This is an optimization exercise on Yosys and OpenROAD, whose aim is small area, a short achievable clock period and few clock cycles per item, not a production implementation. Function was checked by simulation only, so behaviour that the tests miss may differ from the original. Power figures rest on the tool's default switching activity, not on a simulated workload.

==> design/flow/design.v <==
package ffa_pkg;
    localparam logic OP_ALLOC = 1'b0;
    localparam logic OP_FREE  = 1'b1;
    localparam logic [1:0] ST_ALLOCATED = 2'd0;
    localparam logic [1:0] ST_NO_FIT    = 2'd1;
    localparam logic [1:0] ST_FREED     = 2'd2;
    localparam logic [1:0] ST_NOT_FOUND = 2'd3;
    localparam int BYTES_W = 10;
endpackage
import ffa_pkg::*;
module first_fit_block_allocator
#(
    parameter int ARENA_BYTES  = 1024,
    parameter int ALIGN_BYTES  = 16,
    parameter int HEADER_BYTES = 16
)
(
    input  logic                clk,
    input  logic                rst_n,
    input  logic                req_valid,
    output logic                req_stall,
    input  logic                operation,
    input  logic [BYTES_W-1:0]  request_bytes,
    input  logic [BYTES_W-1:0]  free_offset,
    output logic                rsp_valid,
    input  logic                rsp_stall,
    output logic [1:0]          status,
    output logic [BYTES_W-1:0]  data_offset
);
    localparam int N = 64;
    function automatic [2:0] low8(input logic [7:0] v);
        logic [2:0] k;
        k = 3'd7;
        for (int i = 6; i >= 0; i--)
            if (v[i])
                k = 3'(i);
        low8 = k;
    endfunction
    function automatic [N:0] dec_eq(input logic [6:0] v);
        logic [8:0] heq;
        logic [7:0] leq;
        logic [N:0] eq;
        for (int a = 0; a < 9; a++)
            heq[a] = (v[6:3] == 4'(a));
        for (int b = 0; b < 8; b++)
            leq[b] = (v[2:0] == 3'(b));
        for (int x = 0; x <= N; x++)
            eq[x] = heq[x / 8] & leq[x % 8];
        dec_eq = eq;
    endfunction
    function automatic [N-1:0] dec_ge(input logic [5:0] v);
        logic [7:0] hlt, heq;
        logic [7:0] lle;
        logic [N-1:0] ge;
        for (int a = 0; a < 8; a++)
        begin
            hlt[a] = (v[5:3] < 3'(a));
            heq[a] = (v[5:3] == 3'(a));
        end
        for (int b = 0; b < 8; b++)
            lle[b] = (v[2:0] <= 3'(b));
        for (int x = 0; x < N; x++)
            ge[x] = hlt[x / 8] | (heq[x / 8] & lle[x % 8]);
        dec_ge = ge;
    endfunction
    logic       ir_valid;
    logic       ir_op;
    logic [6:0] ir_arg;      
    logic [5:0] ir_c1;       
    logic [5:0] ir_c2;
    logic       ir_rz;       
    logic       sk_valid;    
    logic       proc;
    logic [6:0] arg_in, r_in;
    logic [5:0] c1_in, c2_in;
    assign r_in = {1'b0, request_bytes[9:4]} + {6'd0, |request_bytes[3:0]};
    always_comb
    begin
        if (operation == OP_FREE)
            arg_in = {(free_offset[3:0] == 4'd0) && (free_offset[9:4] != 6'd0),
                      free_offset[9:4] - 6'd1};
        else
            arg_in = r_in + 7'd1;
        for (int j = 0; j < 6; j++)
        begin
            c1_in[j] = (r_in >> (j + 1)) != 7'd0;
            c2_in[j] = c1_in[j] & r_in[j];
        end
    end
    assign req_stall = ir_valid & sk_valid;
    assign proc      = ir_valid & ~sk_valid;
    always_ff @(posedge clk or negedge rst_n)
    begin
        if (!rst_n)
            ir_valid <= 1'b0;
        else if (!req_stall)
            ir_valid <= req_valid;
    end
    always_ff @(posedge clk)
    begin
        if (!req_stall)
        begin
            ir_op  <= operation;
            ir_arg <= arg_in;
            ir_c1  <= c1_in;
            ir_c2  <= c2_in;
            ir_rz  <= (r_in == 7'd0);
        end
    end
    logic [N-1:0] fr;
    logic [N-1:1] st_r;
    logic [N+1:0] st;        
    assign st = {2'b11, st_r, 1'b1};
    logic         p_valid;
    logic [5:0]   p_g;
    logic [6:0]   p_m;
    logic [6:0]   p_h;
    assign p_h    = 7'(p_g) + p_m;
    logic [N:0]   p_eq_g, p_eq_h;
    assign p_eq_g = p_valid ? dec_eq({1'b0, p_g}) : '0;
    assign p_eq_h = p_valid ? dec_eq(p_h) : '0;
    logic [N-1:0] p_split, fr_t, st_t, fs_s;
    always_comb
    begin
        for (int x = 0; x < N; x++)
        begin
            p_split[x] = p_eq_h[x] & ~st[x] & ~st[x+1];
            fr_t[x]    = (fr[x] & ~p_eq_g[x] & ~p_eq_h[x+1] & ~(p_eq_h[x] & ~st[x] & st[x+1]))
                         | p_split[x];
            st_t[x]    = st[x] | p_split[x];
            fs_s[x]    = st[x] & fr[x] & ~p_eq_g[x];
        end
    end
    logic [N-1:0] f [7];
    always_comb
    begin
        f[0] = ~st[N:1];
        for (int j = 0; j < 5; j++)
            f[j+1] = f[j] & ((f[j] >> (1 << j)) | {N{~ir_c1[j]}})
                          & ((f[j] >> (2 << j)) | {N{~ir_c2[j]}});
        f[6] = f[5] & {N{~ir_c1[5]}};
    end
    logic [N-1:0] a_w, a_win;
    logic [7:0]   a_grp;
    logic [2:0]   a_lo [8];
    logic [2:0]   a_hi;
    logic         a_any, a_below, a_tail, a_fit;
    logic [5:0]   a_g;
    logic [N-1:0] p_ge_g;
    assign p_ge_g  = dec_ge(p_g);
    assign a_w     = f[6] | {N{ir_rz}};
    assign a_win   = fs_s & a_w;
    assign a_below = |(a_win & ~p_ge_g);
    assign a_tail  = |(p_split & a_w) & ~a_below;
    always_comb
    begin
        for (int a = 0; a < 8; a++)
        begin
            a_grp[a] = |a_win[8*a +: 8];
            a_lo[a]  = low8(a_win[8*a +: 8]);
        end
    end
    assign a_hi  = low8(a_grp);
    assign a_any = |a_grp;
    assign a_fit = a_any | a_tail;
    assign a_g   = a_tail ? p_h[5:0] : {a_hi, a_lo[a_hi]};
    logic [N-1:0] f_ge, f_eq, f_in, f_t, f_blk;
    assign f_ge = ir_arg[6] ? dec_ge(ir_arg[5:0]) : '0;
    assign f_eq = ir_arg[6] ? dec_eq({1'b0, ir_arg[5:0]}) : '0;
    assign f_in = f_ge & (st[N-1:0] ^ f_eq);
    always_comb
    begin
        f_t[0] = f_in[0];
        for (int x = 1; x < N; x++)
            f_t[x] = f_t[x-1] | f_in[x];
    end
    assign f_blk = f_ge & ~f_t;
    logic         do_free;
    logic [N-1:0] fr_f;
    logic         f_found;
    assign do_free = proc & (ir_op == OP_FREE);
    assign fr_f    = fr_t | ({N{do_free}} & f_blk);
    assign f_found = |(st_t & f_eq);
    always_ff @(posedge clk or negedge rst_n)
    begin
        if (!rst_n)
        begin
            fr[0]     <= 1'b1;
            fr[N-1]   <= 1'b1;
            st_r      <= '0;
            p_valid   <= 1'b0;
        end
        else
        begin
            fr[0]     <= fr_f[0];
            fr[N-1]   <= fr_f[N-1];
            st_r    <= st_t[N-1:1] & ~(fr_f[N-1:1] & fr_f[N-2:0]);
            p_valid <= proc & (ir_op == OP_ALLOC) & a_fit;
        end
    end
    always_ff @(posedge clk)
        fr[N-2:1] <= fr_f[N-2:1];
    always_ff @(posedge clk)
    begin
        p_g <= a_g;
        p_m <= ir_arg;
    end
    logic [1:0] n_st;
    always_comb
    begin
        if (ir_op == OP_FREE)
            n_st = f_found ? ST_FREED : ST_NOT_FOUND;
        else
            n_st = a_fit ? ST_ALLOCATED : ST_NO_FIT;
    end
    logic       take;
    logic       rv_reg;
    logic [1:0] q_v;
    logic       q_wp, q_rp;
    logic [1:0] q_st [2];
    logic [5:0] q_g  [2];
    assign take     = rv_reg & ~rsp_stall;
    assign sk_valid = &q_v;
    always_ff @(posedge clk or negedge rst_n)
    begin
        if (!rst_n)
        begin
            rv_reg <= 1'b0;
            q_v    <= 2'b00;
            q_wp   <= 1'b0;
            q_rp   <= 1'b0;
        end
        else
        begin
            for (int i = 0; i < 2; i++)
                q_v[i] <= (q_v[i] & ~(take & (q_rp == 1'(i)))) | (proc & (q_wp == 1'(i)));
            if (proc)
                q_wp <= ~q_wp;
            if (take)
                q_rp <= ~q_rp;
            rv_reg <= take ? (q_v[~q_rp] | proc) : (rv_reg | proc);
        end
    end
    always_ff @(posedge clk)
    begin
        for (int i = 0; i < 2; i++)
            if (q_wp == 1'(i) && !q_v[i])
            begin
                q_st[i] <= n_st;
                q_g[i]  <= a_g;
            end
    end
    assign rsp_valid   = rv_reg;
    assign status      = q_st[q_rp];
    assign data_offset = (q_st[q_rp] == ST_ALLOCATED) ? {q_g[q_rp] + 6'd1, 4'd0} : '0;
endmodule
==> design/flow/run.sh <==
#!/bin/bash
# synth_recipe.tcl (not shown) runs the flow's synth.tcl, then flattens the netlist and writes it again
# the make line also repeats each setting of config.mk as NAME=value (left out here)
make -C /OpenROAD-flow-scripts/flow DESIGN_CONFIG=/design/flow/config.mk WORK_HOME=/design/flow/orfs CLKGATE_MAP_FILE= SYNTH_SCRIPT=/design/flow/synth_recipe.tcl finish
==> design/flow/config.mk <==
export PLATFORM = sky130hd
export DESIGN_NAME = first_fit_block_allocator
export DESIGN_NICKNAME = first_fit_block_allocator
export VERILOG_FILES = /design/flow/design.v
export SDC_FILE = /design/flow/constraint.sdc
export NUM_CORES = 4
export LEC_CHECK = 0
export CAP_MARGIN = 20
export CORE_MARGIN = 2
export CORE_UTILIZATION = 40
export GPL_ROUTABILITY_DRIVEN = 0
export GPL_TIMING_DRIVEN = 0
export SETUP_SLACK_MARGIN = 0.3
export SLEW_MARGIN = 20
==> design/flow/constraint.sdc <==
create_clock -name core_clock -period 5.0 [get_ports {clk}]
set_input_delay 1.0000 -clock core_clock [delete_from_list [all_inputs] [get_ports {clk}]]
set_output_delay 1.0000 -clock core_clock [all_outputs]
set_load 0.01 [all_outputs]
==> results.json <==
{
  "die_y_microns": 229,
  "synth_seq_area_share": 0.217,
  "synth_edf_count": 36,
  "numPortBuffers": 33,
  "failed_stage": "global routing",
  "globalRouteTotalUtil": 0.551,
  "syn-cell-area_sq_um": 20200,
  "overflow": 5,
  "synth_warnings": 5,
  "cts_root_buf": "clkbuf_16",
  "ys.flop_type": "dfxtp_1",
  "synth_seq_cells": 183,
  "syn_inst": 2802,
  "dp_slack_ns": -1.11,
  "h-tree-depth": 4,
  "avgSynthCellArea_sq_um": 7.23,
  "status": "stopped before the end",
  "cts_hold_buf": 0,
  "std_cell_rows": 82,
  "yosysUniqueCellTypes": 119,
  "clk_path_buf_depth": 2,
  "hpwl_microns": 101000,
  "pin_count": 39,
  "tritoncts.num_buffers": 17,
  "async_reset_ff_frac": 0.393,
  "clkSinkCount": 183,
  "place_inst": 3512,
  "grt_max_degree": 41,
  "place_area_sq_um": 21500,
  "initial_core_util": 0.404,
  "error_line": "[ERROR GRT-0232] Routing congestion too high. Check the congestion heatmap in the GUI.",
  "die_w_microns": 229
}
[kinds of logic after synthesis]
kind of cell / after synthesis / synth area share
compound gates: 1198 / 0.425
other cells: 1 / 0.000185
buf+inv: 336 / 0.0716
flops: 183 / 0.217
xor+xnor: 42 / 0.0182
mux: 16 / 0.00841
simple gates: 1011 / 0.250
fa+ha+maj: 15 / 0.00964
[metrics by stage]
step / power (mW) / TNS, ns
2_1_floorplan: 5.78 / 0
3_3_place_gp: 8.07 / -34.85
3_5_place_dp: 8.10 / -29.76
4_1_cts: 10.2 / 0
[what timing repair did]
item	4_1_cts
gates cloned	2
endpoints found under the setup margin	90
pin swaps	62
buffers inserted	87
resized for setup	300
[routing by layer]
layer | track usage | GRT overflow
met5 | 0.257 | 0
met4 | 0.474 | 0
met3 | 0.467 | 0
met2 | 0.632 | 4
met1 | 0.592 | 1
[worst min-delay path by stage]
stage	depth (start not counted)	slack, ns	end
3_3_place_gp	0	0.36	p_m[3]$_DFF_P_
2_1_floorplan	0	0.34	p_m[3]$_DFF_P_
4_1_cts	0	0.38	p_m[6]$_DFF_P_
3_5_place_dp	0	0.36	p_m[3]$_DFF_P_
[synth_stat cells (all sizes together) (39+ instances only)]
library cell	instances	area, sq um
clkbuf	182	686
nor4	65	413
a21oi	269	1350
inv	69	259
a221o	73	744
o21ai	233	1170
o211ai	68	526
a211oi	53	408
a221oi	61	693
o22ai	40	256
nor2	277	1040
dfxtp	75	1500
dfrtp	70	1750
o21a	39	293
buf	83	498
nand2	232	871
nand3	76	385
nor3	110	566
o221ai	50	469
[power by group through the flow]
stage               logic [mW]  clock network (mW)  registers, mW
floorplan                 3.67                   0           2.11
global placement          5.82                   0           2.25
detailed placement        5.84                   0           2.26
CTS                       6.69                1.31           2.24
Testbench counts, summed over its fixed seeds: cycles 4,016, items 4,000.
